Background: an optimization exercise with open tools, aiming at small area, a short achievable clock period and few clock cycles. Do not read the settings as production practice.
Where RTL was checked, it was by simulation tests only, not by an equivalence proof against the original.
For runs 2 to 4, only the layout was checked, not whether the RTL still works.
Power and IR drop assume default switching activity.

[config.mk]
export PLATFORM = sky130hd
export DESIGN_NAME = multicycle_datapath
export DESIGN_NICKNAME = multicycle_datapath
export VERILOG_FILES = /design/flow/design.v
export SDC_FILE = /design/flow/constraint.sdc
export NUM_CORES = 4
export LEC_CHECK = 0
export CAP_MARGIN = 20
export CORE_MARGIN = 2
export CORE_UTILIZATION = 35
export CTS_CLUSTER_DIAMETER = 60
export CTS_CLUSTER_SIZE = 25
export PLACE_DENSITY = 0.45
export SETUP_SLACK_MARGIN = 5
export SLEW_MARGIN = 20
export TNS_END_PERCENT = 5
[constraint.sdc]
create_clock -name core_clock -period 8.0 [get_ports {clk}]
set_input_delay 1.6000 -clock core_clock [delete_from_list [all_inputs] [get_ports {clk}]]
set_output_delay 1.6000 -clock core_clock [all_outputs]
set_load 0.01 [all_outputs]
[design.v]
package riscv_pkg;
    localparam logic [6:0] OP_R      = 7'b0110011;
    localparam logic [6:0] OP_I      = 7'b0010011;
    localparam logic [6:0] OP_LOAD   = 7'b0000011;
    localparam logic [6:0] OP_STORE  = 7'b0100011;
    localparam logic [6:0] OP_BRANCH = 7'b1100011;
    localparam logic [6:0] OP_SYSTEM = 7'b1110011;
    localparam logic [2:0] F3_ADD  = 3'b000;
    localparam logic [2:0] F3_SLT  = 3'b010;
    localparam logic [2:0] F3_OR   = 3'b110;
    localparam logic [2:0] F3_AND  = 3'b111;
    localparam logic [2:0] F3_BEQ  = 3'b000;
    localparam logic [2:0] F3_WORD = 3'b010;
    localparam logic [6:0] F7_BASE = 7'b0000000;
    localparam logic [6:0] F7_SUB  = 7'b0100000;
endpackage
import riscv_pkg::*;
module prefix_add #(
    parameter int W = 32
) (
    input  logic [W-1:0] a,
    input  logic [W-1:0] b,
    input  logic         ci,
    output logic [W-1:0] s
);
    logic [W-1:0] p, g, gg, pp, gn, pn;
    always_comb begin
        p  = a ^ b;
        g  = a & b;
        gg = g;
        gg[0] = g[0] | (p[0] & ci);
        pp = p;
        for (int d = 1; d < W; d = d * 2) begin
            gn = gg;
            pn = pp;
            for (int i = d; i < W; i++) begin
                gn[i] = gg[i] | (pp[i] & gg[i-d]);
                pn[i] = pp[i] & pp[i-d];
            end
            gg = gn;
            pp = pn;
        end
        s = p ^ {gg[W-2:0], ci};
    end
endmodule
module datapath_alu #(
    parameter int XLEN = 32
) (
    input  logic            sub_i,
    input  logic            and_i,
    input  logic            or_i,
    input  logic            slt_i,
    input  logic [XLEN-1:0] a_i,
    input  logic [XLEN-1:0] b_i,
    output logic [XLEN-1:0] y_o,
    output logic [XLEN-1:0] sum_o
);
    logic [XLEN-1:0] sum;
    logic            lt;
    prefix_add #(.W(XLEN)) u_add (
        .a  (a_i),
        .b  (sub_i ? ~b_i : b_i),
        .ci (sub_i),
        .s  (sum)
    );
    assign sum_o = sum;
    assign lt  = (a_i[XLEN-1] != b_i[XLEN-1]) ? a_i[XLEN-1] : sum[XLEN-1];
    assign y_o = and_i ? (a_i & b_i) :
                 or_i  ? (a_i | b_i) :
                 slt_i ? {{(XLEN-1){1'b0}}, lt} :
                         sum;
endmodule
import riscv_pkg::*;
module multicycle_datapath #(
    parameter int              XLEN     = 32,
    parameter int              NREG     = 32,
    parameter logic [XLEN-1:0] RESET_PC = '0
) (
    input  logic            clk,
    input  logic            reset,
    output logic            mem_req,
    output logic            mem_we,
    output logic [XLEN-1:0] mem_addr,
    output logic [XLEN-1:0] mem_wdata,
    input  logic            mem_ready,
    input  logic [XLEN-1:0] mem_rdata,
    output logic [XLEN-1:0] pc_out,
    output logic            retire,
    output logic            halted,
    output logic            illegal
);
    function automatic logic is_legal(input logic [6:0] opc, input logic [2:0] f3,
                                      input logic [6:0] f7);
        case (opc)
            OP_R:              is_legal = (f3 == F3_ADD && (f7 == F7_BASE || f7 == F7_SUB)) ||
                                          (f7 == F7_BASE && (f3 == F3_SLT || f3 == F3_OR || f3 == F3_AND));
            OP_I:              is_legal = f3 == F3_ADD || f3 == F3_OR || f3 == F3_AND;
            OP_LOAD, OP_STORE: is_legal = f3 == F3_WORD;
            OP_BRANCH:         is_legal = f3 == F3_BEQ;
            OP_SYSTEM:         is_legal = 1'b1;
            default:           is_legal = 1'b0;
        endcase
    endfunction
    localparam int RW = $clog2(NREG);
    logic            req_q, reqm_q, we_q;     
    logic            rpend_q;                 
    logic [XLEN-1:1] pc_f_q;                  
    logic            d_valid_q, d_pred_q;
    logic [31:0]     d_ir_q;
    logic            e_valid_q;
    logic [XLEN-1:1] e_pc_q;                  
    logic [XLEN-1:0] e_a_q, e_b_q;
    logic [11:0]     e_imm_q;                 
    logic [4:0]      e_rd_q, e_rs1_q, e_rs2_q;
    logic            e_sel_imm_q, e_fwd_a_q, e_fwd_b_q;
    logic            e_sub_q, e_and_q, e_or_q, e_slt_q;
    logic            e_wb_q, e_ld_q, e_st_q, e_br_q, e_pred_q, e_halt_q, e_ill_q;
    logic            m_valid_q, m_st_q;
    logic [XLEN-1:2] m_addr_q;
    logic [XLEN-1:0] m_wdata_q;
    logic [4:0]      m_rd_q;
    logic            w_we_q;
    logic [4:0]      w_rd_q;
    logic [XLEN-1:0] w_q;
    logic            retire_q, halted_q, illegal_q;
    logic [XLEN-1:1] pc_out_q;
    logic [XLEN-1:0] regs_q [1:NREG-1];
    logic            run_q;                   
    logic hold, f_acc, m_acc;
    assign hold  = req_q && !mem_ready;       
    assign f_acc = req_q && !reqm_q && mem_ready;
    assign m_acc = req_q && reqm_q && mem_ready;
    logic [XLEN-1:0] op_a, op_r2, alu_b, alu_y, alu_sum;
    logic [XLEN-1:1] e_pc4, e_pcb, e_npc, e_alt;
    logic            e_mem, e_eq, e_mis, e_stop, e_done, e_misp, e_takes_d, m_start;
    assign op_a  = e_fwd_a_q ? w_q : e_a_q;
    assign op_r2 = e_fwd_b_q ? w_q : e_b_q;
    assign alu_b = e_sel_imm_q ? {{(XLEN-12){e_imm_q[11]}}, e_imm_q} : op_r2;
    datapath_alu #(.XLEN(XLEN)) u_alu (
        .sub_i (e_sub_q),
        .and_i (e_and_q),
        .or_i  (e_or_q),
        .slt_i (e_slt_q),
        .a_i   (op_a),
        .b_i   (alu_b),
        .y_o   (alu_y),
        .sum_o (alu_sum)
    );
    prefix_add #(.W(XLEN-1)) u_pcb (
        .a  (e_pc_q),
        .b  ({{(XLEN-13){e_imm_q[11]}}, e_imm_q}),
        .ci (1'b0),
        .s  (e_pcb)
    );
    assign e_pc4     = e_pc_q + 1'b1 + 1'b1;
    assign e_eq      = e_fwd_a_q ? (e_fwd_b_q || w_q == e_b_q) :
                       e_fwd_b_q ? e_a_q == w_q : e_a_q == e_b_q;
    assign e_npc     = (e_br_q && e_eq) ? e_pcb : e_pc4;
    assign e_alt     = rpend_q ? e_pc_q : e_pred_q ? e_pc4 : e_pcb;
    assign e_mem     = e_ld_q | e_st_q;
    assign e_mis     = e_mem && (op_a[1:0] + e_imm_q[1:0]) != 2'b00;
    assign e_stop    = e_valid_q && !m_valid_q && (e_halt_q || e_mis);
    assign e_done    = e_valid_q && !m_valid_q && !e_halt_q && !e_mis;
    assign e_misp    = e_done && e_br_q && (e_eq != e_pred_q);
    assign e_takes_d = !m_valid_q && (!e_valid_q || e_done);
    assign m_start   = e_done && e_mem;
    logic            redirect, d_accept, d_load, halt_set, m_valid_n;
    logic [31:0]     w;
    logic            w_take, w_pred;
    logic [11:0]     w_lo;                    
    logic [XLEN-1:1] pc_f4;
    assign redirect = rpend_q || e_misp;
    assign d_accept = !d_valid_q || e_takes_d;
    assign d_load   = f_acc && !redirect && d_accept;
    assign pc_f4    = pc_f_q + 1'b1 + 1'b1;
    assign w      = mem_rdata[31:0];
    assign w_take = w[6:0] == OP_BRANCH && w[14:12] == F3_BEQ && (w[31] || w[19:15] == w[24:20]);
    prefix_add #(.W(12)) u_wlo (
        .a  (pc_f_q[12:1]),
        .b  ({w[31], w[7], w[30:25], w[11:8]}),
        .ci (1'b0),
        .s  (w_lo)
    );
    logic w_c11, w_cout;
    assign w_c11  = w_lo[11] ^ pc_f_q[12] ^ w[31];
    assign w_cout = (pc_f_q[12] && w[31]) || ((pc_f_q[12] ^ w[31]) && w_c11);
    assign w_pred = w_take && (w_cout == w[31]);
    assign halt_set  = e_stop && !hold;
    assign m_valid_n = (m_valid_q && !m_acc) || m_start;
    logic [6:0]      d_opc, d_f7;
    logic [2:0]      d_f3;
    logic [4:0]      d_rd, d_rs1, d_rs2;
    logic [XLEN-1:0] d_a, d_b, d_immb;
    logic            d_legal, d_is_r, d_is_i, d_is_ld, d_is_st, d_is_br, d_is_sys;
    assign d_opc = d_ir_q[6:0];
    assign d_rd  = d_ir_q[11:7];
    assign d_f3  = d_ir_q[14:12];
    assign d_rs1 = d_ir_q[19:15];
    assign d_rs2 = d_ir_q[24:20];
    assign d_f7  = d_ir_q[31:25];
    assign d_immb = {{(XLEN-13){d_ir_q[31]}}, d_ir_q[31], d_ir_q[7], d_ir_q[30:25],
                     d_ir_q[11:8], 1'b0};
    assign d_legal  = is_legal(d_opc, d_f3, d_f7);
    assign d_is_r   = d_opc == OP_R;
    assign d_is_i   = d_opc == OP_I;
    assign d_is_ld  = d_opc == OP_LOAD;
    assign d_is_st  = d_opc == OP_STORE;
    assign d_is_br  = d_opc == OP_BRANCH;
    assign d_is_sys = d_opc == OP_SYSTEM;
    logic [XLEN-1:0] rf_a, rf_b;
    always_comb begin
        rf_a = '0;
        rf_b = '0;
        for (int i = 1; i < NREG; i++) begin
            rf_a = rf_a | ({XLEN{d_rs1 == i[4:0]}} & regs_q[i]);
            rf_b = rf_b | ({XLEN{d_rs2 == i[4:0]}} & regs_q[i]);
        end
    end
    assign d_a = (w_we_q && w_rd_q == d_rs1) ? w_q : rf_a;
    assign d_b = (w_we_q && w_rd_q == d_rs2) ? w_q : rf_b;
    assign mem_req   = req_q;
    assign mem_we    = we_q;
    assign mem_addr  = reqm_q ? {m_addr_q, 2'b00} : {pc_f_q, 1'b0};
    assign mem_wdata = m_wdata_q;
    assign pc_out    = {pc_out_q, 1'b0};
    assign retire    = retire_q;
    assign halted    = halted_q;
    assign illegal   = illegal_q;
    always_ff @(posedge clk or negedge reset) begin
        if (!reset) begin
            req_q     <= 1'b0;
            reqm_q    <= 1'b0;
            we_q      <= 1'b0;
            rpend_q   <= 1'b0;
            pc_f_q    <= RESET_PC[XLEN-1:1];
            e_pc_q    <= RESET_PC[XLEN-1:1];
            d_valid_q <= 1'b0;
            e_valid_q <= 1'b0;
            m_valid_q <= 1'b0;
            w_we_q    <= 1'b0;
            retire_q  <= 1'b0;
            halted_q  <= 1'b0;
            illegal_q <= 1'b0;
        end else begin
            if (!hold) begin
                req_q  <= m_valid_n || !(halted_q || halt_set);
                reqm_q <= m_valid_n;
                we_q   <= m_valid_n && (m_valid_q ? m_st_q : e_st_q);
            end
            rpend_q   <= redirect && hold;
            if (redirect && !hold)
                pc_f_q <= e_alt;
            else if (d_load)
                pc_f_q <= w_pred ? {pc_f_q[XLEN-1:13], w_lo} : pc_f4;
            if (d_load)                d_valid_q <= 1'b1;
            else if (e_misp || e_takes_d) d_valid_q <= 1'b0;
            if (e_misp)                e_valid_q <= 1'b0;
            else if (e_takes_d)        e_valid_q <= d_valid_q;
            if (e_done)                e_pc_q    <= e_npc;
            m_valid_q <= m_valid_n;
            w_we_q    <= e_done && e_wb_q;
            retire_q  <= e_done;
            if (halt_set) begin
                halted_q  <= 1'b1;
                illegal_q <= e_ill_q || e_mis;
            end
        end
    end
    always_ff @(posedge clk) begin
        pc_out_q <= e_pc_q;
        w_q      <= alu_y;
        w_rd_q   <= e_rd_q;
        if (d_load) begin
            d_ir_q   <= w;
            d_pred_q <= w_pred;
        end
        if (e_takes_d && d_valid_q) begin
            e_a_q       <= d_a;
            e_b_q       <= d_b;
            e_imm_q     <= d_is_st ? {d_f7, d_rd} : d_is_br ? d_immb[12:1] : d_ir_q[31:20];
            e_rd_q      <= d_rd;
            e_rs1_q     <= d_rs1;
            e_rs2_q     <= d_rs2;
            e_sel_imm_q <= !(d_is_r || d_is_br);
            e_fwd_a_q   <= e_valid_q && e_wb_q && e_rd_q == d_rs1;
            e_fwd_b_q   <= e_valid_q && e_wb_q && e_rd_q == d_rs2;
            e_sub_q     <= d_is_r && (d_f7 == F7_SUB || d_f3 == F3_SLT);
            e_and_q     <= (d_is_r || d_is_i) && d_f3 == F3_AND;
            e_or_q      <= (d_is_r || d_is_i) && d_f3 == F3_OR;
            e_slt_q     <= d_is_r && d_f3 == F3_SLT;
            e_wb_q      <= d_legal && (d_is_r || d_is_i) && d_rd != '0;
            e_ld_q      <= d_legal && d_is_ld;
            e_st_q      <= d_legal && d_is_st;
            e_br_q      <= d_legal && d_is_br;
            e_pred_q    <= d_pred_q;
            e_halt_q    <= !d_legal || d_is_sys;
            e_ill_q     <= !d_legal;
        end else if (m_acc && m_rd_q != '0) begin
            if (m_rd_q == e_rs1_q) e_a_q <= mem_rdata;
            if (m_rd_q == e_rs2_q) e_b_q <= mem_rdata;
        end
        if (!m_valid_q) begin
            m_st_q    <= e_st_q;
            m_addr_q  <= alu_sum[XLEN-1:2];
            m_wdata_q <= op_r2;
            m_rd_q    <= e_ld_q ? e_rd_q : '0;
        end
    end
    logic            rf_we;
    logic [4:0]      rf_wa;
    logic [XLEN-1:0] rf_wd;
    assign rf_we = m_valid_q ? (m_acc && m_rd_q != '0) : w_we_q;
    assign rf_wa = m_valid_q ? m_rd_q : w_rd_q;
    assign rf_wd = m_valid_q ? mem_rdata : w_q;
    always_ff @(posedge clk or negedge reset) begin
        if (!reset) run_q <= 1'b0;
        else        run_q <= 1'b1;
    end
    always_ff @(posedge clk) begin
        for (int i = 1; i < NREG; i++)
            if (!run_q || (rf_we && rf_wa == i[4:0])) regs_q[i] <= run_q ? rf_wd : '0;
    end
endmodule
[run.sh]
#!/bin/bash
# synth_recipe.tcl (not shown) runs the flow's synth.tcl, then flattens the netlist and writes it again
# the make line also repeats each setting of config.mk as NAME=value (left out here)
make -C /OpenROAD-flow-scripts/flow DESIGN_CONFIG=/design/flow/config.mk WORK_HOME=/design/flow/orfs CLKGATE_MAP_FILE= SYNTH_SCRIPT=/design/flow/synth_recipe.tcl finish
==> out/results.ini, run 1 <==
[outcome]
outcome=complete, no violations

[finish]
layout_commonest_cell=edfxtp_1
utilization=0.435
drive_gt1_frac=0.213
final_cell_mix=edfxtp_1 (1,197), a22oi_1 (481), buf_4 (373), a221oi_1 (215), a22o_1 (212)
nets=5495
syn2layout_area_growth_pct=23.4

[route]
route.detailed.drc=0
drtIter0Drc=10300
viasPerCell=6.97
ant_nets=0
routed_wl_mm=349
routedWlPerCell_um=44.5
vias=54700
dr.pass1.iters=10

[synth]
ys_warn_count=5
syn_avg_cell_area_um2=12.7
synth_area_mm2=0.0630
synth-seq-cells=1340
yosysUniqueCellTypes=88
synth_enable_flop_cells=1197
synth_largest_area_cell=edfxtp_1
async_reset_ff_frac=0.0552
netlist_instances=4940
synth_area_leaders=edfxtp_1 (57%), a22oi_1 (5.7%), a221oi_1 (3.1%)
seq_area_frac_synth=0.622
synth_ff_type=edfxtp_1
synthDominantCellAreaShare=0.571

[cts]
cts-root-buf=clkbuf_16
cts_sinks=1340
clk_latency_ns=0.81
cts_buffer_depth=3
cts.clk_slew.worst_paths_ns=0.08
htree_num_levels=3
cts_tree=done
postCtsHoldBufs=0
cts-buffers-inserted=119

[setup_path]
cp_max_fo=16
critPathRequiredTime_ns=8.69
worstSetupPathType=reg -> reg
arrival_ns=4.54
start_kind=flip-flop
endpoint_kind=flip-flop

[sta]
finalHoldViolCount=0
slew_headroom=0.207
fin_setup_tns_ns=0
fin_crit_ns=3.85
finalClockSkew_ns=0.0438
whs_ns=0.446
tightest_slew_ns=1.19
maxSlewViolCount=0
setup_violations=0
fmax_mhz=260
rsz0062_at_grt=true
period_share=0.481

[global_route]
grt_usage=0.364
grt_max_degree=88
grt_pass1_vias=50500
antenna_found_initial=16
grt_first_pass_wirelength_mm=457
gr-total-overflow=0

[power]
power_leakage_nw=27.5
pwr_density_cell_mw_per_mm2=354
vdd_drop_max_uv=202
power_mw=27.5

[floorplanning]
die_area_mm2=0.183
num_rows=155
core_mm2=0.179
fp.dieW_um=428
ios=136
start_util=0.353
dieHeight_um=428

[flow_run]
maxCapViolations=0

[placement]
port-buffer-count=133
dpl.hpwl_mm=205
routabilityCongestion=0.923

[min_path]
hold_class=reg -> reg

[cell type report]
cell class,count,area (um^2)
inverter,86,365
timing repair buffer,640,6290
clock inverter,97,1160
tap,2355,2950
fill,16300,101000
multi-input combinational,3193,24700
antenna,11,27.5
sequential,1340,39200
clock buffer,125,3000
timing repair inverter,1,11.3
[metrics by stage]
step	cell area [um^2]	std cells	setup WS, ns
2_1_floorplan	63300	4941	4.05
3_3_place_gp	68600	7302	2.63
3_5_place_dp	68700	7304	2.70
4_1_cts	76100	7738	4.23
5_1_grt	77700	7837	4.06
6_report	77700	7848	4.15
[registers in the layout (all words and copies together) (netlist names), 32 cells and up]
signal,flops
m_wdata_q,32
regs_q,992
w_q,32
e_b_q,32
e_a_q,32
d_ir_q,32
[routing by layer]
| metal | up-vias | wire (um) | track usage |
|---|---|---|---|
| met5 | - | 406 | 0.00833 |
| met4 | 22 | 26400 | 0.220 |
| met3 | 1310 | 48600 | 0.136 |
| met2 | 4952 | 148000 | 0.539 |
| met1 | 27400 | 126000 | 0.449 |
| li1 | 21000 | - | - |
[cells in the mapped netlist (all sizes together) (65+ instances only)]
master	instances
a21oi	179
nand4	166
a221oi	222
a22oi	482
o22ai	71
mux2i	97
a222oi	65
mux2	76
clkbuf	273
o21ai	228
nand2	211
inv	85
xnor2	148
a22o	212
ha	76
nor2	272
dfrtp	74
dfxtp	69
edfxtp	1197
nand3	194
[cell families after synthesis]
logic type | after synthesis | synth area share
multiplexers | 173 | 0.0303
AND/OR/NAND/NOR | 1069 | 0.0836
buffers and inverters | 414 | 0.0257
other | 2 | 0.000119
adder cells (fa/ha/maj) | 79 | 0.0161
flip-flops | 1340 | 0.622
AO/OA/AOI/OAI | 1658 | 0.194
XOR/XNOR | 205 | 0.0285
[final timing paths]
path                       slack [ns]          end  cells after the start  startpoint
min in group asynchronous        0.71   e_pc_q[14]                      1       reset
max in group asynchronous        6.06    m_valid_q                      2       reset
min reg2reg                      0.45  pc_out_q[1]                      0   e_pc_q[1]
min                              0.45  pc_out_q[1]                      0   e_pc_q[1]
max reg2reg                      4.15       w_q[0]                     14   e_fwd_b_q
max                              4.15       w_q[0]                     14   e_fwd_b_q
[where the power goes]
| group | switching [mW] | internal [mW] | leakage [nW] |
|---|---|---|---|
| clock network | 3.17 | 3.09 | 1.99 |
| logic | 5.93 | 3.46 | 11.9 |
| registers | 1.87 | 10.0 | 13.6 |
| total | 11.0 | 16.6 | 27.5 |
[critical path, stage by stage (launching register included)]
cell and delay, ns:
edfxtp_1 0.35, buf_6 0.17, bufbuf_16 0.34, mux2_4 0.34, o21ai_4 0.24, xnor2_1 0.10, ha_1 0.39, a21o_1 0.20
a21o_1 0.21, a21o_1 0.20, a21o_1 0.19, a2111oi_4 0.34, a211oi_4 0.13, xor2_1 0.25, a41o_1 0.28
[repair_timing]
item | in CTS | in global routing
resized for setup | 449 | 174
cloned | 14 | 7
pin swaps | 127 | 56
buffers inserted | 198 | 91
endpoints found under the setup margin | 1580 | 1481
Testbench counts, summed over its fixed seeds: cycles 45,162.
==> inputs of run 2 (changes only) <==
--- a/design.v
+++ b/design.v
@@ -106,4 +106,5 @@
     logic            rpend_q;                 
     logic [XLEN-1:1] pc_f_q;                  
+    logic [15:0]     bht_q;                   
     logic            d_valid_q, d_pred_q;
     logic [31:0]     d_ir_q;
@@ -175,5 +176,6 @@
     assign pc_f4    = pc_f_q + 1'b1 + 1'b1;
     assign w      = mem_rdata[31:0];
-    assign w_take = w[6:0] == OP_BRANCH && w[14:12] == F3_BEQ && (w[31] || w[19:15] == w[24:20]);
+    assign w_take = w[6:0] == OP_BRANCH && w[14:12] == F3_BEQ &&
+                    (w[31] || w[19:15] == w[24:20] || bht_q[pc_f_q[5:2]]);
     prefix_add #(.W(12)) u_wlo (
         .a  (pc_f_q[12:1]),
@@ -234,4 +236,5 @@
             rpend_q   <= 1'b0;
             pc_f_q    <= RESET_PC[XLEN-1:1];
+            bht_q     <= '0;
             e_pc_q    <= RESET_PC[XLEN-1:1];
             d_valid_q <= 1'b0;
@@ -258,4 +261,5 @@
             else if (e_takes_d)        e_valid_q <= d_valid_q;
             if (e_done)                e_pc_q    <= e_npc;
+            if (e_done && e_br_q)      bht_q[e_pc_q[5:2]] <= e_eq;
             m_valid_q <= m_valid_n;
             w_we_q    <= e_done && e_wb_q;
--- a/config.mk
+++ b/config.mk
@@ -9,6 +9,4 @@
 export CORE_MARGIN = 2
 export CORE_UTILIZATION = 35
-export CTS_CLUSTER_DIAMETER = 60
-export CTS_CLUSTER_SIZE = 25
 export PLACE_DENSITY = 0.45
 export SETUP_SLACK_MARGIN = 5
==> run 2 against run 1 <==
Net effect: still clean; synthesized cell count rose by 2.1%; total power up 7.2%; first-iteration DRC count is 1.3% lower; utilization rose by 1.2 points; critical path depth stayed put; clock power up 16%; critical path type unchanged.
==> out/results.ini, run 2 <==
[sta]
finalClockSkew_ns=0.0674  ; +0.0236 ns
tightest_slew_ns=1.23  ; +0.0399 ns
whs_ns=0.422  ; -0.0239 ns
period_share=0.497  ; +0.0153
maxSlewViolCount=0  ; unchanged
fin_setup_tns_ns=0  ; unchanged
fmax_mhz=252  ; -3.1%
fin_crit_ns=3.97  ; +0.122 ns
rsz0062_at_grt=true
setup_violations=0  ; unchanged
slew_headroom=0.176  ; -0.0311
finalHoldViolCount=0  ; unchanged

[setup_path]
cp_slowest_cell=dfxtp_1
crit_top_cell=a21oi_4
cp_max_fo=6  ; -10
crit_buf_inv=1  ; -1
arrival_ns=4.67  ; +0.13 ns
endpoint_kind=flip-flop
path_delay_family=compound AO/OA/AOI/OAI gates
worstSetupPathType=reg -> reg
critPathRequiredTime_ns=8.69  ; about the same
critical-path-max-stage-delay_ns=0.79  ; +0.40 ns
start_kind=flip-flop
crit_chain=mux2_2 -> mux2i_4 -> xnor2_1 -> ha_2 -> nand4_1 -> or3_1 -> a21o_1 -> a21oi_4 -> a221o_1 -> a21oi_2 -> buf_4 -> a21oi_4 -> xnor2_4 -> o311ai_2

[cts]
htree_num_levels=4  ; +1
cts-root-buf=clkbuf_16
cts-buffers-inserted=155  ; +30%
clk_latency_ns=0.83  ; +0.02 ns
postCtsHoldBufs=0  ; unchanged
cts_sinks=1356  ; +1.2%
cts_tree=done
cts.clk_slew.worst_paths_ns=0.06  ; -0.02 ns
cts_buffer_depth=3  ; unchanged

[power]
pwr_density_cell_mw_per_mm2=364  ; +2.8%
vdd_drop_max_uv=190  ; -6.1%
power_leakage_nw=28.8  ; +5.0%

[synth]
synthDominantCellAreaShare=0.562  ; -0.00924
synth_area_mm2=0.0640  ; +1.6%
synth_common_cells=edfxtp_1 (1,197), a22oi_1 (461), clkbuf_1 (286)
seq_area_frac_synth=0.618  ; -0.00381
synth_enable_flop_cells=1197  ; unchanged
synthMostInstantiatedCell=edfxtp_1
syn_avg_cell_area_um2=12.7  ; -0.45%
yosysUniqueCellTypes=87  ; -1.1%
synth_largest_area_cell=edfxtp_1
ys_warn_count=5  ; unchanged
netlist_instances=5044  ; +2.1%
async_reset_ff_frac=0.0664  ; +0.0111
synth_ff_type=edfxtp_1
synth_area_leaders=edfxtp_1 (56%), a22oi_1 (5.4%), dfrtp_1 (3.5%)
synth-seq-cells=1356  ; +1.2%

[placement]
dpl.hpwl_mm=206  ; +0.54%
port-buffer-count=133  ; unchanged
routabilityCongestion=0.939  ; +1.7%

[route]
routedWlPerCell_um=43.2  ; -3.0%
dr.pass1.iters=9  ; -1
drtIter0Drc=10200  ; -1.3%
route.detailed.drc=0  ; unchanged
routed_wl_mm=348  ; -0.43%
vias=55400  ; +1.1%
viasPerCell=6.87  ; -1.5%
ant_nets=0  ; unchanged

[floorplanning]
num_rows=156  ; +0.65%
core_mm2=0.181  ; +1.5%
fp.dieW_um=432  ; +0.81%
start_util=0.353  ; +0.000437
ios=136  ; unchanged
dieHeight_um=432  ; +0.81%
die_area_mm2=0.186  ; +1.6%

[finish]
top_register=regs_q
final_cell_mix=edfxtp_1 (1,197), a22oi_1 (460), buf_4 (373), a22o_1 (232), nand2_1 (220)
drive_gt1_frac=0.223  ; +0.00989
layout_commonest_cell=edfxtp_1
fillers=16300  ; +0.074%
largest_register_ff_count=992  ; unchanged
syn2layout_area_growth_pct=26.5
nets=5672  ; +3.2%

[global_route]
antenna_found_initial=22  ; +6
grt_usage=0.355  ; -0.00826
grt_max_degree=63  ; -28%
grt_first_pass_wirelength_mm=453  ; -0.98%
gr-total-overflow=0  ; unchanged
grt_pass1_vias=51500  ; +2.0%

[outcome]
outcome=complete, no violations

[min_path]
hold_class=reg -> reg

[flow_run]
maxCapViolations=0  ; unchanged

[run 2: cell count changes in the layout (fill, tap and decap cells not counted), moves of 20 or more]
cell and delta:
clkbuf_16 +48, clkdlybuf4s50_1 +47, a21oi_1 -36, nor2_1 -28
clkbuf_1 +25, clkinv_2 +24, a22oi_1 -21, dlygate4sd2_1 -21
a22o_1 +20, clkinv_1 +20
[run 2: report_power, final]
group          total [mW]  internal (mW)  switching, mW
clock                7.29           4.17           3.12
combinational        10.1           3.72           6.41
sequential           12.1           10.2           1.90
[run 2: through the flow]
step | power [mW] | setup slack (ns) | std cells | util | area, um^2
6_report | 29.5 | 4.03 | 8059 | 0.447 | 81000
5_1_grt | 30.3 | 3.92 | 8055 | 0.447 | 81000
4_1_cts | 28.3 | 4.04 | 7853 | 0.428 | 77600
3_5_place_dp | 20.3 | 2.13 | 7414 | 0.384 | 69700
3_3_place_gp | 20.3 | 2.14 | 7410 | 0.384 | 69600
2_1_floorplan | 15.8 | 4.12 | 5045 | - | 64500
[run 2: area by class of cell]
cell class | count | area (um^2) | area share
multi-input cells | 3265 | 25800 | 0.318
repair buffers | 677 | 7020 | 0.0867
well taps | 2370 | 2970 | 0.0366
flip-flops and latches | 1356 | 39600 | 0.489
clock buffers | 194 | 4170 | 0.0515
inverters | 91 | 383 | 0.00473
clock inverters | 92 | 941 | 0.0116
repair inverters | 8 | 108 | 0.00133
diodes | 6 | 15.0 | 0.000185
[run 2: path summary, 6_finish.rpt]
check,depth (start not counted),end,start,slack [ns]
hold reg to reg,0,e_pred_q,d_pred_q,0.42
setup reg to reg,14,w_q[0],w_q[10],4.03
min in group asynchronous,1,e_pc_q[23],reset,0.87
hold / removal,0,e_pred_q,d_pred_q,0.42
max in group asynchronous,2,m_valid_q,reset,5.99
setup / recovery,14,w_q[0],w_q[10],4.03
[run 2: routing by layer]
layer,vias to the layer above,wire [um],global-route usage
met5,-,142,0
met4,22,26000,0.209
met3,1311,46000,0.122
met2,4764,150000,0.537
met1,27700,125000,0.440
li1,21500,-,-
[run 2: cells by family (layout without fill, tap and decap cells)]
kind of cell               Yosys count  in the layout  synth area share
DFF                               1356           1356             0.618
buffers and inverters              433           1062            0.0263
other                                2              9          0.000117
AOI/OAI and AO/OA                 1631           1632             0.188
xor gates and xnor gates           222            222            0.0304
adders and majority gates           83             83            0.0166
muxes                              185            185            0.0317
and+or+nand+nor                   1132           1140            0.0886
[run 2: what timing repair did]
item | 4_1_cts | 5_1_grt
pin swaps | 132 | 106
endpoints found under the setup margin | 1617 | 1433
setup buffers | 128 | 184
gates cloned | 25 | 16
resized for setup | 349 | 344
==> inputs of run 3 (changes only) <==
--- a/design.v
+++ b/design.v
@@ -109,4 +109,6 @@
     logic            d_valid_q, d_pred_q;
     logic [31:0]     d_ir_q;
+    logic [3:0]      d_s1h_q, d_s2h_q;        
+    logic [7:0]      d_s1l_q, d_s2l_q;        
     logic            e_valid_q;
     logic [XLEN-1:1] e_pc_q;                  
@@ -215,6 +217,6 @@
         rf_b = '0;
         for (int i = 1; i < NREG; i++) begin
-            rf_a = rf_a | ({XLEN{d_rs1 == i[4:0]}} & regs_q[i]);
-            rf_b = rf_b | ({XLEN{d_rs2 == i[4:0]}} & regs_q[i]);
+            rf_a = rf_a | ({XLEN{d_s1h_q[i/8] && d_s1l_q[i%8]}} & regs_q[i]);
+            rf_b = rf_b | ({XLEN{d_s2h_q[i/8] && d_s2l_q[i%8]}} & regs_q[i]);
         end
     end
@@ -277,4 +279,12 @@
         if (d_load) begin
             d_ir_q   <= w;
+            for (int j = 0; j < 4; j++) begin
+                d_s1h_q[j] <= w[19:18] == j[1:0];
+                d_s2h_q[j] <= w[24:23] == j[1:0];
+            end
+            for (int j = 0; j < 8; j++) begin
+                d_s1l_q[j] <= w[17:15] == j[2:0];
+                d_s2l_q[j] <= w[22:20] == j[2:0];
+            end
             d_pred_q <= w_pred;
         end
--- a/config.mk
+++ b/config.mk
@@ -9,4 +9,6 @@
 export CORE_MARGIN = 2
 export CORE_UTILIZATION = 35
+export CTS_CLUSTER_DIAMETER = 60
+export CTS_CLUSTER_SIZE = 25
 export PLACE_DENSITY = 0.45
 export SETUP_SLACK_MARGIN = 5
==> run 3 against run 2 <==
Net effect: sequential power about the same; cell count decreased by 0.62%; cell area decreased by 3.3%; first-iteration DRC count decreased by 1.3%; register-to-register slack got worse by 0.08 ns; non-clock buffer count decreased by 158.
==> out/results.ini, run 3 <==
[outcome]
outcome=complete, no violations

[global_route]
grt_usage=0.339  ; -0.0161
grt_pass1_vias=50700  ; -1.5%
grt_max_degree=80  ; +27%
grt_first_pass_wirelength_mm=445  ; -1.8%
gr-total-overflow=0  ; unchanged
antenna_found_initial=23  ; +4.5%

[placement]
dpl.hpwl_mm=203  ; -1.8%
post-place-cells=7547  ; +1.8%
port-buffer-count=133  ; unchanged
routabilityCongestion=0.918  ; -2.2%
dp_slack_ns=2.35  ; +0.214 ns

[sta]
period_share=0.507  ; +0.0104
tightest_slew_ns=1.24  ; +0.0141 ns
layout_setup_ws_ns=3.94  ; -0.0830 ns
finalClockSkew_ns=0.0649  ; -0.00247 ns
fmax_mhz=247  ; -2.0%
slew_headroom=0.162  ; -0.0137
setup_violations=0  ; unchanged
fin_setup_tns_ns=0  ; unchanged
maxSlewViolCount=0  ; unchanged
fin_crit_ns=4.06  ; +0.0830 ns
finalHoldViolCount=0  ; unchanged
rsz0062_at_grt=true

[synth]
synth-seq-cells=1380  ; +1.8%
synth_largest_area_cell=edfxtp_1
async_reset_ff_frac=0.0652  ; -0.00115
synth_ff_type=edfxtp_1
seq_area_frac_synth=0.619  ; +0.000636
synth_area_mm2=0.0651  ; +1.7%
yosysUniqueCellTypes=105  ; +21%
synth_common_cells=edfxtp_1 (1,221), a22oi_1 (591), o21ai_0 (332)
netlist_instances=5154  ; +2.2%
synth_area_leaders=edfxtp_1 (56%), a22oi_1 (6.8%), dfrtp_1 (3.5%)
synth_enable_flop_cells=1221  ; +2.0%
syn_avg_cell_area_um2=12.6  ; -0.45%
synthMostInstantiatedCell=edfxtp_1
ys_warn_count=5  ; unchanged
synthDominantCellAreaShare=0.563  ; +0.00159

[route]
routedWlPerCell_um=42.3  ; -2.1%
viasPerCell=6.81  ; -0.79%
vias=54600  ; -1.4%
ant_nets=0  ; unchanged
drtIter0Drc=10000  ; -1.3%
dr.pass1.iters=11  ; +2
route.detailed.drc=0  ; unchanged
routed_wl_mm=338  ; -2.7%

[cts]
cts-root-buf=clkbuf_16
postCtsHoldBufs=0  ; unchanged
cts-buffers-inserted=121  ; -22%
cts.clk_slew.worst_paths_ns=0.09  ; +0.03 ns
cts_sinks=1380  ; +1.8%
cts_buffer_depth=3  ; unchanged
cts_tree=done
clk_latency_ns=0.83  ; about the same
htree_num_levels=3  ; -1

[min_path]
hold_class=reg -> reg

[finish]
register_area_mm2=0.0403  ; +1.8%
top_register=regs_q
layout.cells.non_filler=8009  ; -0.62%
syn2layout_area_growth_pct=20.3
nets=5526  ; -2.6%
drive_gt1_frac=0.184  ; -0.0389
layout_commonest_cell=edfxtp_1
final_cell_mix=edfxtp_1 (1,221), a22oi_1 (591), buf_4 (280), o21ai_0 (275), nand2_1 (209)
fillers=17100  ; +5.4%
multiInputGateArea_mm2=0.0247  ; -4.4%
largest_register_ff_count=992  ; unchanged

[power]
power_leakage_nw=27.3  ; -5.1%
pwr_density_cell_mw_per_mm2=396  ; +8.7%
vdd_drop_max_uv=223  ; +18%

[floorplanning]
fp.dieW_um=435  ; +0.85%
ios=136  ; unchanged
num_rows=158  ; +1.3%
start_util=0.352  ; -0.00114
core_mm2=0.185  ; +2.0%
die_area_mm2=0.189  ; +1.7%
dieHeight_um=435  ; +0.85%

[setup_path]
endpoint_kind=flip-flop
cp_max_fo=8  ; +2
critPathRequiredTime_ns=8.71  ; +0.02 ns
worstSetupPathType=reg -> reg
arrival_ns=4.76  ; +0.09 ns
start_kind=flip-flop

[flow_run]
maxCapViolations=0  ; unchanged

## run 3: per-layer routing
layer,wire (um),share of wire,up-vias,global-route usage
met3,44400,0.13,1270,0.118
met5,362,0.0011,-,0
met1,122000,0.36,27300,0.419
met2,148000,0.44,4722,0.519
met4,23000,0.068,24,0.188
li1,-,-,21200,-
## run 3: per-stage QoR
step | total power [mW] | util | hold slack [ns] | instance area [um^2]
after floorplan | 17.2 | - | 0.372 | 65400
after global placement | 22.6 | 0.378 | 0.408 | 69900
after detailed placement | 22.5 | 0.379 | 0.406 | 70100
after CTS | 29.8 | 0.415 | 0.422 | 76700
after global routing | 31.8 | 0.423 | 0.434 | 78300
final | 31.0 | 0.423 | 0.424 | 78300
## run 3: where the power goes
part | internal, mW | leakage [nW] | switching [mW] | total [mW]
logic | 4.32 | 11.2 | 7.86 | 12.2
registers | 10.4 | 14.0 | 1.89 | 12.2
clock network | 3.23 | 2.16 | 3.36 | 6.59
## run 3: cell families after synthesis
group | after synthesis | synth area share
compound gates | 1682 | 0.184
xor+xnor | 220 | 0.0297
fa+ha+maj | 83 | 0.0163
buf+inv | 494 | 0.0303
flops | 1380 | 0.619
mux | 178 | 0.0305
other cells | 2 | 0.000115
simple gates | 1115 | 0.0901
## run 3: critical path: stages, from the launching register on
cell and delay (ns):
edfxtp_1 0.38, buf_6 0.15, buf_12 0.14, mux2_4 0.30, mux2_4 0.29, xor2_1 0.14
ha_1 0.33, buf_6 0.14, nor2b_4 0.12, o21ai_2 0.14, a21boi_2 0.09, o311ai_2 0.31
o31a_1 0.28, nor4_4 0.05, buf_4 0.16, o2111ai_4 0.27, o211ai_1 0.17, a2111o_1 0.40
o211ai_1 0.10
## run 3: repair_timing
| item | in CTS | in global routing |
|---|---|---|
| buffers inserted | 112 | 75 |
| setup endpoints to repair | 1526 | 1507 |
| cloned | 17 | 13 |
| pin swaps | 80 | 58 |
| endpoints found under the hold margin | 0 | 0 |
| gates resized for setup | 229 | 185 |
## run 3: final cells by class
type	count	share of cell area
clock buffers	126	0.0398
multi-input cells	3285	0.315
repair buffers	519	0.0684
diodes	15	0.000479
inverters	98	0.00508
clock inverters	103	0.0166
repair inverters	3	0.000495
flip-flops and latches	1380	0.515
well taps	2480	0.0396
## run 3: worst paths after layout
| check | start | cells past startpoint | slack [ns] | end |
|---|---|---|---|---|
| worst max-delay path | e_fwd_b_q | 18 | 3.94 | w_q[30] |
| worst min-delay path | d_pred_q | 0 | 0.42 | e_pred_q |
| worst max register to register | e_fwd_b_q | 18 | 3.94 | w_q[30] |
| worst min register to register | d_pred_q | 0 | 0.42 | e_pred_q |
| max in group asynchronous | reset | 2 | 5.95 | reqm_q |
| min in group asynchronous | reset | 1 | 0.88 | e_pc_q[20] |
==> inputs of run 4 (changes only) <==
--- a/config.mk
+++ b/config.mk
@@ -9,6 +9,4 @@
 export CORE_MARGIN = 2
 export CORE_UTILIZATION = 35
-export CTS_CLUSTER_DIAMETER = 60
-export CTS_CLUSTER_SIZE = 25
 export PLACE_DENSITY = 0.45
 export SETUP_SLACK_MARGIN = 5
==> run 4 against run 3 <==
Net effect: flip-flop and latch count did not move; highest routed layer unchanged; cell area rose by 0.62%; global-route usage rose by 0.27 points; largest power group unchanged; combinational power barely moved; critical path type unchanged; utilization rose by 0.26 points; sequential share of layout area fell by 0.31 points; via count rose by 0.80%; still clean on timing, DRC and antenna; maximum frequency fell by 0.13%; synthesized cell count did not move.
==> out/results.ini, run 4 <==
[min_path]
hold_start=d_pred_q
hold_class=reg -> reg
hold_path_depth=0  ; unchanged
min_to=e_pred_q

[finish]
nets=5531  ; +0.090%
final_cell_mix=edfxtp_1 (1,221), a22oi_1 (591), o21ai_0 (278), buf_4 (266), nand2_1 (209)
largest_register_ff_count=992  ; unchanged
top_register=regs_q
drive_gt1_frac=0.179  ; -0.00527
syn2layout_area_growth_pct=21.0
layout.cells.non_filler=8039  ; +0.37%
fin_area_mm2=0.0788  ; +0.62%
layout_commonest_cell=edfxtp_1

[synth]
synth_largest_area_cell=edfxtp_1
seq_area_frac_synth=0.619  ; unchanged
syn_avg_cell_area_um2=12.6  ; unchanged
ys_warn_count=5  ; unchanged
yosysUniqueCellTypes=105  ; unchanged
async_reset_ff_frac=0.0652  ; unchanged
synth_compound_area_frac=0.184  ; unchanged
synthXorXnorAreaFrac=0.0297  ; unchanged
synth_enable_flop_cells=1221  ; unchanged
yosys.area_share.simple=0.0901  ; unchanged
synth-seq-cells=1380  ; unchanged
netlist_instances=5154  ; unchanged
synthMostInstantiatedCell=edfxtp_1
synth_top_family_by_area=compound AO/OA/AOI/OAI gates
synth_common_cells=edfxtp_1 (1,221), a22oi_1 (591), o21ai_0 (332)
synth_area_mm2=0.0651  ; unchanged
synth_area_leaders=edfxtp_1 (56%), a22oi_1 (6.8%), dfrtp_1 (3.5%)
synth_ff_type=edfxtp_1
synthDominantCellAreaShare=0.563  ; unchanged
muxShareOfSynthArea=0.0305  ; unchanged
yosys.area_share.adder=0.0163  ; unchanged

[cts]
htree_num_levels=4  ; +1
cts-root-buf=clkbuf_16
cts_buffer_depth=3  ; unchanged
cts_tree=done
cts_sinks=1380  ; unchanged
cts.clk_slew.worst_paths_ns=0.06  ; -0.03 ns
cts-buffers-inserted=157  ; +30%
clk_latency_ns=0.84  ; about the same

[route]
route.detailed.drc=0  ; unchanged
viasPerCell=6.84  ; +0.42%
vias=55000  ; +0.80%
dr.pass1.iters=11  ; unchanged
routedWlPerCell_um=42.2  ; -0.17%
routed_wl_mm=339  ; +0.20%
ant_nets=0  ; unchanged
drtIter0Drc=10300  ; +2.9%

[sta]
period_share=0.508  ; +0.000660
fin_crit_ns=4.06  ; +0.00528 ns
finalHoldViolCount=0  ; unchanged
fin_setup_tns_ns=0  ; unchanged
fmax_mhz=246  ; -0.13%
slew_headroom=0.159  ; -0.00278
tightest_slew_ns=1.25  ; +0.00769 ns
rsz0062_at_grt=true
finalClockSkew_ns=0.0522  ; -0.0127 ns
maxSlewViolCount=0  ; unchanged
setup_violations=0  ; unchanged

[placement]
dpl.hpwl_mm=203  ; unchanged
port-buffer-count=133  ; unchanged
placed_area_mm2=0.0701  ; unchanged
post-place-cells=7547  ; unchanged
routabilityCongestion=0.918  ; unchanged

[floorplanning]
dieHeight_um=435  ; unchanged
start_util=0.352  ; unchanged
ios=136  ; unchanged
num_rows=158  ; unchanged
fp.dieW_um=435  ; unchanged
die_area_mm2=0.189  ; unchanged
core_mm2=0.185  ; unchanged

[power]
vdd_drop_max_uv=237  ; +6.5%
pwr_density_cell_mw_per_mm2=404  ; +2.0%
power_leakage_nw=27.6  ; +0.92%

[setup_path]
worstSetupPathType=reg -> reg
start_kind=flip-flop
rrSetupSlack_ns=3.94  ; about the same
endpoint_kind=flip-flop
rr_startpoint=e_fwd_b_q
arrival_ns=4.63  ; -0.13 ns
cp_max_fo=7  ; -1
reg2reg_depth=16  ; -2
critPathRequiredTime_ns=8.57  ; -0.14 ns
reg2reg_to=m_addr_q[29]

[global_route]
grt_first_pass_wirelength_mm=448  ; +0.65%
gr-total-overflow=0  ; unchanged
antenna_found_initial=24  ; +4.3%
grt_pass1_vias=51000  ; +0.60%
grt_usage=0.342  ; +0.00272
grt_max_degree=80  ; unchanged

[flow_run]
maxCapViolations=0  ; unchanged

[outcome]
outcome=complete, no violations

-- run 4: changes by cell type in the layout (fill, tap and decap cells not counted), moves of 6 or more --
cell and delta:
clkinv_2 +19, clkinv_8 -20, inv_12 -6, dlymetal6s2s_1 +10
buf_6 -10, inv_8 -24, inv_6 -16, clkinvlp_4 +14
and2_4 -6, bufinv_16 +12, buf_4 -14, clkinv_1 +20
clkbuf_16 +30, clkbuf_1 +25
-- run 4: cell families after synthesis --
logic type | count (synthesis)
other cells | 2
simple gates | 1115
buf+inv | 494
compound gates | 1682
mux | 178
xor+xnor | 220
flops | 1380
fa+ha+maj | 83
-- run 4: stage by stage --
step | hold WS, ns | setup slack, ns | utilization | power, mW
CTS | 0.425 | 4.03 | 0.419 | 30.8
global placement | 0.408 | 2.45 | 0.378 | 22.6
global route | 0.435 | 3.82 | 0.426 | 32.6
finish | 0.426 | 3.94 | 0.426 | 31.8
floorplan | 0.372 | 4.04 | - | 17.2
detailed placement | 0.406 | 2.35 | 0.379 | 22.5
-- run 4: worst max path at each step --
| stage | from | slack, ns | end | depth (start not counted) |
|---|---|---|---|---|
| 6_report | e_fwd_b_q | 3.94 | m_addr_q[29] | 16 |
| 5_1_grt | e_fwd_b_q | 3.82 | w_q[13] | 23 |
| 4_1_cts | reqm_q | 4.03 | mem_addr[30] | 3 |
| 3_5_place_dp | e_fwd_a_q | 2.35 | d_s2l_q[3] | 16 |
| 3_3_place_gp | e_fwd_a_q | 2.45 | d_s2l_q[0] | 16 |
| 2_1_floorplan | mem_rdata[9] | 4.04 | pc_f_q[30] | 10 |
-- run 4: power breakdown --
part,total (mW),internal [mW],switching (mW)
logic,12.0,4.21,7.82
clock network,7.54,4.28,3.26
registers,12.3,10.4,1.89
-- run 4: metal layers --
layer | GRT usage | wire, um | part of all wire
met3 | 0.117 | 43900 | 0.13
met5 | 0 | 304 | 0.00090
met4 | 0.192 | 24700 | 0.073
met2 | 0.521 | 148000 | 0.43
met1 | 0.425 | 123000 | 0.36
-- run 4: worst max-delay path: stages, from the launching register on --
cell and delay [ns]:
edfxtp_1 0.37, buf_6 0.15, buf_12 0.12, buf_16 0.14, mux2_4 0.31, mux2i_4 0.17
xnor2_1 0.11, ha_1 0.37, and3_4 0.20, and2_1 0.12, nand4_1 0.22, a211oi_2 0.40
o21ai_2 0.14, o21a_1 0.25, a311o_1 0.30, a31o_2 0.24, and2_1 0.17
-- run 4: cell type report --
class	instances	area (um^2)
inverter	98	390
timing repair buffer	485	4990
clock buffer	188	4120
tap	2480	3100
multi-input combinational	3286	24600
clock inverter	106	1190
sequential	1380	40300
antenna	11	27.5
fill	17100	106000
timing repair inverter	5	80.1
-- run 4: repair_timing --
action	in CTS	in global routing
buffers inserted	104	57
hold buffers	0	0
resized for setup	203	160
pin swaps	68	56
setup endpoints to repair	1527	1505
gates cloned	20	6
==> inputs of run 5 (changes only) <==
--- a/design.v
+++ b/design.v
@@ -106,5 +106,4 @@
     logic            rpend_q;                 
     logic [XLEN-1:1] pc_f_q;                  
-    logic [15:0]     bht_q;                   
     logic            d_valid_q, d_pred_q;
     logic [31:0]     d_ir_q;
@@ -178,6 +177,5 @@
     assign pc_f4    = pc_f_q + 1'b1 + 1'b1;
     assign w      = mem_rdata[31:0];
-    assign w_take = w[6:0] == OP_BRANCH && w[14:12] == F3_BEQ &&
-                    (w[31] || w[19:15] == w[24:20] || bht_q[pc_f_q[5:2]]);
+    assign w_take = w[6:0] == OP_BRANCH && w[14:12] == F3_BEQ && (w[31] || w[19:15] == w[24:20]);
     prefix_add #(.W(12)) u_wlo (
         .a  (pc_f_q[12:1]),
@@ -238,5 +236,4 @@
             rpend_q   <= 1'b0;
             pc_f_q    <= RESET_PC[XLEN-1:1];
-            bht_q     <= '0;
             e_pc_q    <= RESET_PC[XLEN-1:1];
             d_valid_q <= 1'b0;
@@ -263,5 +260,4 @@
             else if (e_takes_d)        e_valid_q <= d_valid_q;
             if (e_done)                e_pc_q    <= e_npc;
-            if (e_done && e_br_q)      bht_q[e_pc_q[5:2]] <= e_eq;
             m_valid_q <= m_valid_n;
             w_we_q    <= e_done && e_wb_q;
--- a/config.mk
+++ b/config.mk
@@ -8,6 +8,6 @@
 export CAP_MARGIN = 20
 export CORE_MARGIN = 2
-export CORE_UTILIZATION = 35
-export PLACE_DENSITY = 0.45
+export CORE_UTILIZATION = 45
+export PLACE_DENSITY = 0.55
 export SETUP_SLACK_MARGIN = 5
 export SLEW_MARGIN = 20
==> run 5 against run 4 <==
Net effect: still clean on timing, DRC and antenna; global-route usage is 7.3 points higher; synthesized cell count is 0.87% lower; via count is 0.20% higher; area after synthesis fell by 1.4%; cell count decreased by 8.5%; clock skew shrank 0.019 ns; clock power down 8.4%; clock-buffer cell count fell by 8; sequential share of layout area is 0.89 points higher; combinational power decreased by 14%; sequential power decreased by 3%; critical path type unchanged; critical endpoint is now e_b_q[18]; largest cell class unchanged.
==> out/results.ini, run 5 <==
[outcome]
outcome=complete, no violations

[finish]
fillers=11800  ; -31%
largest_register_ff_count=992  ; unchanged
syn2layout_area_growth_pct=19.5
register_area_mm2=0.0399  ; -1.0%
final_cell_mix=edfxtp_1 (1,221), a22oi_1 (598), o21ai_0 (251), buf_4 (234), nand4_1 (208)
multiInputGateArea_mm2=0.0244  ; -0.84%
drive_gt1_frac=0.174  ; -0.00435
fin_area_mm2=0.0767  ; -2.7%
layout_commonest_cell=edfxtp_1
layout.cells.non_filler=7355  ; -8.5%
top_register=regs_q
nets=5451  ; -1.4%

[setup_path]
cp_slowest_cell=and2_2
cp_max_fo=19  ; +12
arrival_ns=4.61  ; -0.02 ns
critPathLaunch=d_s2h_q[2]
rrSetupSlack_ns=3.87  ; -0.07 ns
endpoint_kind=flip-flop
start_kind=flip-flop
critical-path-max-stage-delay_ns=1.07  ; +0.67 ns
critPathRequiredTime_ns=8.48  ; -0.09 ns
worstSetupPathType=reg -> reg
reg2reg_depth=8  ; -8
path_delay_family=simple AND/OR/NAND/NOR gates
rr_startpoint=d_s2h_q[2]
crit_buf_inv=1  ; -2
reg2reg_to=e_b_q[18]
crit_chain=and2_2 -> buf_4 -> a22oi_1 -> nand4_1 -> nor3_1 -> nand4_1 -> o21ai_0 -> o21ai_0

[route]
highest_layer=met5
dr.pass1.iters=13  ; +2
wl_met2_mm=130  ; -12%
drtIter0Drc=12100  ; +17%
dr_wl_met3_mm=51.5  ; +17%
viasPerCell=7.49  ; +9.5%
met1_length_mm=107  ; -13%
routedWlPerCell_um=42.8  ; +1.5%
vias=55100  ; +0.20%
ant_nets=0  ; unchanged
routed_wl_mm=315  ; -7.2%
route.detailed.drc=0  ; unchanged

[global_route]
grt_pass1_vias=51100  ; +0.20%
grt_usage=0.416  ; +0.0734
antenna_found_initial=21  ; -13%
gr-total-overflow=0  ; unchanged
grt_first_pass_wirelength_mm=420  ; -6.2%
grt_max_degree=93  ; +16%

[synth]
seq_area_frac_synth=0.622  ; +0.00270
synth_largest_area_cell=edfxtp_1
synth-seq-cells=1364  ; -1.2%
synth_area_leaders=edfxtp_1 (57%), a22oi_1 (7.0%), dfrtp_1 (2.9%)
syn_avg_cell_area_um2=12.6  ; -0.56%
synth_area_mm2=0.0642  ; -1.4%
yosysUniqueCellTypes=90  ; -14%
synthMostInstantiatedCell=edfxtp_1
synth_common_cells=edfxtp_1 (1,221), a22oi_1 (598), clkbuf_1 (331)
ys_warn_count=5  ; unchanged
netlist_instances=5109  ; -0.87%
async_reset_ff_frac=0.0543  ; -0.0110
synthDominantCellAreaShare=0.571  ; +0.00814
synth_enable_flop_cells=1221  ; unchanged
synth_ff_type=edfxtp_1

[min_path]
hold_start=e_pc_q[31]
hold_path_depth=0  ; unchanged
hold_class=reg -> reg
min_to=pc_out_q[31]

[cts]
cts-buffers-inserted=148  ; -5.7%
cts_sinks=1364  ; -1.2%
cts.clk_slew.worst_paths_ns=0.06  ; about the same
postCtsHoldBufs=0  ; unchanged
cts_tree=done
cts-root-buf=clkbuf_16
clk_latency_ns=0.81  ; -0.03 ns
cts_buffer_depth=3  ; unchanged
htree_num_levels=4  ; unchanged

[power]
pwr-share-clk=0.237  ; about the same
seqPwrFrac=0.409  ; +0.024
power_leakage_nw=27.1  ; -2.0%
switchingPower_mw=11.4  ; -12%
swShare=0.389  ; -0.0184
p_int_mw=17.8  ; -5.4%
p_comb_frac=0.354  ; -0.024
vdd_drop_max_uv=219  ; -7.7%
pwr_density_cell_mw_per_mm2=381  ; -5.7%

[sta]
fmax_mhz=242  ; -1.7%
fin_crit_ns=4.13  ; +0.0705 ns
setup_violations=0  ; unchanged
period_share=0.516  ; +0.00882
rsz0062_at_grt=true
maxSlewViolCount=0  ; unchanged
fin_setup_tns_ns=0  ; unchanged
tightest_slew_ns=1.31  ; +0.0634 ns
slew_headroom=0.123  ; -0.0358
finalClockSkew_ns=0.0337  ; -0.0186 ns
finalHoldViolCount=0  ; unchanged

[placement]
placed_area_mm2=0.0682  ; -2.7%
post-place-cells=6892  ; -8.7%
dpl.hpwl_mm=178  ; -12%
port-buffer-count=133  ; unchanged
routabilityCongestion=0.947  ; +3.2%

[floorplanning]
die_area_mm2=0.146  ; -23%
dieHeight_um=382  ; -12%
start_util=0.453  ; +0.101
core_mm2=0.142  ; -23%
num_rows=138  ; -13%
fp.dieW_um=382  ; -12%
ios=136  ; unchanged

[flow_run]
maxCapViolations=0  ; unchanged

-- run 5: changes by cell type in the layout (fill, tap and decap cells not counted), sizes merged, moves of 18 or more --
cell / change
inv: -24
o21ai: -18
xnor2: -31
xor2: +18
nor2: +53
nor2b: -32
buf: -21
-- run 5: repair_timing --
item	CTS	global route
setup buffers	85	65
endpoints found under the setup margin	1538	1521
cloned	25	8
pin swaps	54	70
resized for setup	219	204
-- run 5: area by class of cell --
type                            count  area share
Sequential cell                  1364       0.521
Antenna cell                        8    0.000261
Clock buffer                      180      0.0518
Tap cell                         1890      0.0308
Multi-Input combinational cell   3269       0.318
Inverter                           86     0.00433
Clock inverter                     90      0.0110
Timing Repair Buffer              468      0.0633
-- run 5: cells by family (layout without fill, tap and decap cells) --
| family | after synthesis | in the layout | synth area share |
|---|---|---|---|
| flip-flops | 1364 | 1364 | 0.622 |
| adder cells (fa/ha/maj) | 79 | 79 | 0.0158 |
| AO/OA/AOI/OAI | 1685 | 1686 | 0.188 |
| AND/OR/NAND/NOR | 1119 | 1128 | 0.0897 |
| buffers and inverters | 488 | 824 | 0.0292 |
| other | 2 | 11 | 0.000117 |
| multiplexers | 165 | 166 | 0.0277 |
| XOR/XNOR | 207 | 207 | 0.0282 |
-- run 5: how the worst max path moves through the flow --
stage                     cells after the start    endpoint  slack (ns)
after floorplan                              15      w_q[0]        4.24
after global placement                       16  pc_f_q[20]        2.62
after detailed placement                     17  pc_f_q[13]        2.47
after CTS                                    17      w_q[0]        4.05
after global routing                         20     w_q[22]        3.86
final                                         8   e_b_q[18]        3.87
-- run 5: per-stage QoR --
step | worst slack, ns | hold WS (ns) | total power, mW | utilization
floorplan | 4.24 | 0.372 | 16.3 | -
global placement | 2.62 | 0.418 | 20.6 | 0.481
detailed placement | 2.47 | 0.418 | 20.5 | 0.482
CTS | 4.05 | 0.439 | 28.0 | 0.531
global route | 3.86 | 0.465 | 29.8 | 0.541
finish | 3.87 | 0.453 | 29.2 | 0.541
-- run 5: power groups by stage --
stage / clock network, mW / logic (mW) / registers, mW
after floorplan: 0 / 5.10 / 11.2
after global placement: 0 / 8.60 / 12.0
after detailed placement: 0 / 8.60 / 11.9
after CTS: 6.90 / 9.24 / 11.8
after global routing: 7.16 / 10.7 / 12.0
final: 6.91 / 10.3 / 11.9
-- run 5: layer usage --
layer / vias up / track usage
met5: - / 0
met4: 29 / 0.251
met3: 1529 / 0.179
met2: 5594 / 0.597
met1: 26900 / 0.518
li1: 21100 / -
Testbench counts of run 5, summed over its fixed seeds: cycles 45,162.
==> inputs of run 6 (changes only) <==
--- a/config.mk
+++ b/config.mk
@@ -8,6 +8,8 @@
 export CAP_MARGIN = 20
 export CORE_MARGIN = 2
-export CORE_UTILIZATION = 45
-export PLACE_DENSITY = 0.55
+export CORE_UTILIZATION = 35
+export CTS_CLUSTER_DIAMETER = 60
+export CTS_CLUSTER_SIZE = 25
+export PLACE_DENSITY = 0.45
 export SETUP_SLACK_MARGIN = 5
 export SLEW_MARGIN = 20
==> run 6 against run 5 <==
Net effect: highest routed layer unchanged; sequential share of layout area is 0.079 points lower; die area rose by 28%; first-iteration DRC count shrank 16%; clock power grew 3%; utilization is 12 points lower; cell area rose by 0.16%; synthesized cell count unchanged; maximum frequency grew 1.5%; cell count up 6.2%; non-clock buffer count fell by 27; routed wire length is 7.8% higher.
==> out/results.ini, run 6 <==
[power]
power_leakage_nw=26.8  ; -1.0%
pwr_density_cell_mw_per_mm2=383  ; +0.53%
vdd_drop_max_uv=171  ; -22%

[floorplanning]
core_mm2=0.183  ; +29%
num_rows=157  ; +14%
ios=136  ; unchanged
start_util=0.351  ; -0.102
die_area_mm2=0.187  ; +28%
dieHeight_um=432  ; +13%
fp.dieW_um=432  ; +13%

[sta]
fmax_mhz=246  ; +1.5%
whs_ns=0.426  ; -0.0268 ns
maxSlewViolCount=0  ; unchanged
tightest_slew_ns=1.24  ; -0.0722 ns
setup_violations=0  ; unchanged
slew_headroom=0.172  ; +0.0482
layout_setup_ws_ns=3.93  ; +0.0612 ns
period_share=0.509  ; -0.00765
rsz0062_at_grt=true
finalClockSkew_ns=0.0418  ; +0.00817 ns
fin_setup_tns_ns=0  ; unchanged
fin_crit_ns=4.07  ; -0.0612 ns
finalHoldViolCount=0  ; unchanged

[global_route]
antenna_found_initial=14  ; -33%
grt_max_degree=82  ; -12%
grt_first_pass_wirelength_mm=450  ; +7.3%
grt_pass1_vias=50900  ; -0.41%
gr-total-overflow=0  ; unchanged
grt_usage=0.353  ; -0.0628

[synth]
synthDominantCellAreaShare=0.571  ; unchanged
yosys.area_share.adder=0.0158  ; unchanged
synth_largest_area_cell=edfxtp_1
ys_warn_count=5  ; unchanged
async_reset_ff_frac=0.0543  ; unchanged
synth_enable_flop_cells=1221  ; unchanged
syn_avg_cell_area_um2=12.6  ; unchanged
synth-seq-cells=1364  ; unchanged
yosys.area_share.simple=0.0897  ; unchanged
yosysUniqueCellTypes=90  ; unchanged
seq_area_frac_synth=0.622  ; unchanged
synth_ff_type=edfxtp_1
synth_compound_area_frac=0.188  ; unchanged
synthMostInstantiatedCell=edfxtp_1
synth_area_mm2=0.0642  ; unchanged
netlist_instances=5109  ; unchanged
synthXorXnorAreaFrac=0.0282  ; unchanged
muxShareOfSynthArea=0.0277  ; unchanged
synth_area_leaders=edfxtp_1 (57%), a22oi_1 (7.0%), dfrtp_1 (2.9%)
synth_common_cells=edfxtp_1 (1,221), a22oi_1 (598), clkbuf_1 (331)
synth_top_family_by_area=compound AO/OA/AOI/OAI gates

[min_path]
hold_path_depth=0  ; unchanged
min_to=e_pred_q
hold_class=reg -> reg
hold_start=d_pred_q

[route]
vias=54300  ; -1.5%
routed_wl_mm=339  ; +7.8%
viasPerCell=6.96  ; -7.2%
route.detailed.drc=0  ; unchanged
ant_nets=0  ; unchanged
drtIter0Drc=10100  ; -16%
dr.pass1.iters=8  ; -5
routedWlPerCell_um=43.5  ; +1.5%

[setup_path]
rrSetupSlack_ns=3.93  ; +0.06 ns
rr_startpoint=d_ir_q[24]
arrival_ns=4.61  ; about the same
start_kind=flip-flop
reg2reg_depth=8  ; unchanged
critPathRequiredTime_ns=8.54  ; +0.06 ns
worstSetupPathType=reg -> reg
cp_max_fo=25  ; +6
endpoint_kind=flip-flop
reg2reg_to=e_b_q[23]

[finish]
syn2layout_area_growth_pct=19.6
largest_register_ff_count=992  ; unchanged
drive_gt1_frac=0.175  ; +0.000396
utilization=0.420  ; -0.121
final_cell_mix=edfxtp_1 (1,221), a22oi_1 (598), o21ai_0 (256), buf_4 (242), nand4_1 (208)
top_register=regs_q
nets=5413  ; -0.70%
register_area_mm2=0.0399  ; about the same
multiInputGateArea_mm2=0.0244  ; +0.17%
fillers=16900  ; +43%
layout_commonest_cell=edfxtp_1

[placement]
dpl.hpwl_mm=196  ; +11%
port-buffer-count=133  ; unchanged
routabilityCongestion=0.908  ; -4.2%
dp_slack_ns=2.55  ; +0.0747 ns

[cts]
cts_sinks=1364  ; unchanged
clk_latency_ns=0.84  ; +0.03 ns
cts_tree=done
cts.clk_slew.worst_paths_ns=0.08  ; +0.02 ns
htree_num_levels=4  ; unchanged
cts-buffers-inserted=138  ; -6.8%
cts-root-buf=clkbuf_16
cts_buffer_depth=3  ; unchanged

[flow_run]
maxCapViolations=0  ; unchanged

[outcome]
outcome=complete, no violations

==> run 6: what timing repair did <==
item,in CTS,in global routing
cloned,18,4
setup buffers,89,35
hold buffers,0,0
setup endpoints to repair,1549,1502
pin swaps,67,61
resized for setup,227,133
==> run 6: cell families after synthesis <==
group / Yosys count
other cells: 2
simple gates: 1119
buf+inv: 488
mux: 165
flops: 1364
fa+ha+maj: 79
xor+xnor: 207
compound gates: 1685
==> run 6: report_power, final <==
group / switching [mW] / internal, mW
sequential: 1.74 / 10.3
combinational: 6.72 / 3.58
clock: 3.35 / 3.75
==> run 6: worst max path at each step <==
stage / from / to / slack, ns / depth (start not counted)
6_report: d_ir_q[24] / e_b_q[23] / 3.93 / 8
3_3_place_gp: e_fwd_a_q / pc_f_q[30] / 2.56 / 14
3_5_place_dp: e_fwd_a_q / pc_f_q[19] / 2.55 / 14
5_1_grt: e_fwd_b_q / w_q[0] / 3.95 / 14
2_1_floorplan: e_imm_q[11] / w_q[0] / 4.24 / 15
4_1_cts: reqm_q / mem_addr[31] / 4.08 / 3
==> run 6: final cells by class <==
class,instances,share of cell area
sequential,1364,0.520
multi-input combinational,3268,0.318
timing repair buffer,441,0.0557
clock buffer,143,0.0455
tap,2385,0.0389
clock inverter,114,0.0177
inverter,86,0.00432
antenna,7,0.000228
==> run 6: metrics by stage <==
| stage | power (mW) | cell area [um^2] | std cells |
|---|---|---|---|
| 2_1_floorplan | 16.3 | 64500 | 5110 |
| 3_3_place_gp | 21.0 | 68900 | 7397 |
| 3_5_place_dp | 20.9 | 68900 | 7398 |
| 4_1_cts | 28.6 | 75800 | 7762 |
| 5_1_grt | 30.1 | 76800 | 7801 |
| 6_report | 29.4 | 76800 | 7808 |
==> run 6: worst max-delay path, stage by stage (launching register included) <==
cell      delay [ns]
edfxtp_1        0.55
xor2_1          0.20
nor4_1          0.48
nand3_4         0.86
nand4_1         0.31
nor3_1          0.12
nand4_1         0.42
o21ai_0         0.19
o21ai_0         0.58
==> run 6: layer usage <==
layer | track usage | wire length [um] | up-vias | part of all wire
met5 | 0.00130 | 154 | - | 0.00045
met4 | 0.185 | 22300 | 18 | 0.066
met3 | 0.115 | 42700 | 1213 | 0.13
met2 | 0.542 | 149000 | 4550 | 0.44
met1 | 0.442 | 125000 | 27500 | 0.37
li1 | - | - | 21000 | -

[static timing again, ports no longer ideal]
No port has a modelled driver above. Below, the same layouts with a new extraction and two added sets of constraints.
Step 1 (the two cells are an assumption about what drives the block):
set clk [get_ports {clk}]
set_driving_cell -lib_cell sky130_fd_sc_hd__clkbuf_16 $clk
set_driving_cell -lib_cell sky130_fd_sc_hd__buf_2 [delete_from_list [all_inputs] $clk]
Step 2, shift: input delay + t, output delay - t, t = (earliest + latest rising clock arrival at the registers) / 2. This alone moves slack from input paths to output paths.
Three values: ideal, step 1, step 2; two values: the first two.
run | t, ns | setup WS [ns] | worst setup path after step 2 | slew at the worst register clock pin (ns) | worst slew at a driven data input, ns
run 1 | 0.873 | 4.149 / 4.149 / 3.579 | input to register | 0.09 / 0.09 | 0.17
run 2 | 0.887 | 4.027 / 3.998 / 3.430 | input to register | 0.07 / 0.07 | 0.08
run 3 | 0.883 | 3.944 / 3.944 / 3.286 | input to register | 0.10 / 0.10 | 0.13
run 4 | 0.912 | 3.939 / 3.939 / 3.231 | input to register | 0.07 / 0.07 | 0.13
run 5 | 0.874 | 3.868 / 3.868 / 3.409 | input to register | 0.07 / 0.07 | 0.16
run 6 | 0.906 | 3.929 / 3.929 / 3.436 | input to register | 0.08 / 0.08 | 0.07
After both steps every run listed still meets setup and hold. The setup slack of run 4, which loses most, moves by 0.000 ns with the drivers and by -0.708 ns with both steps.
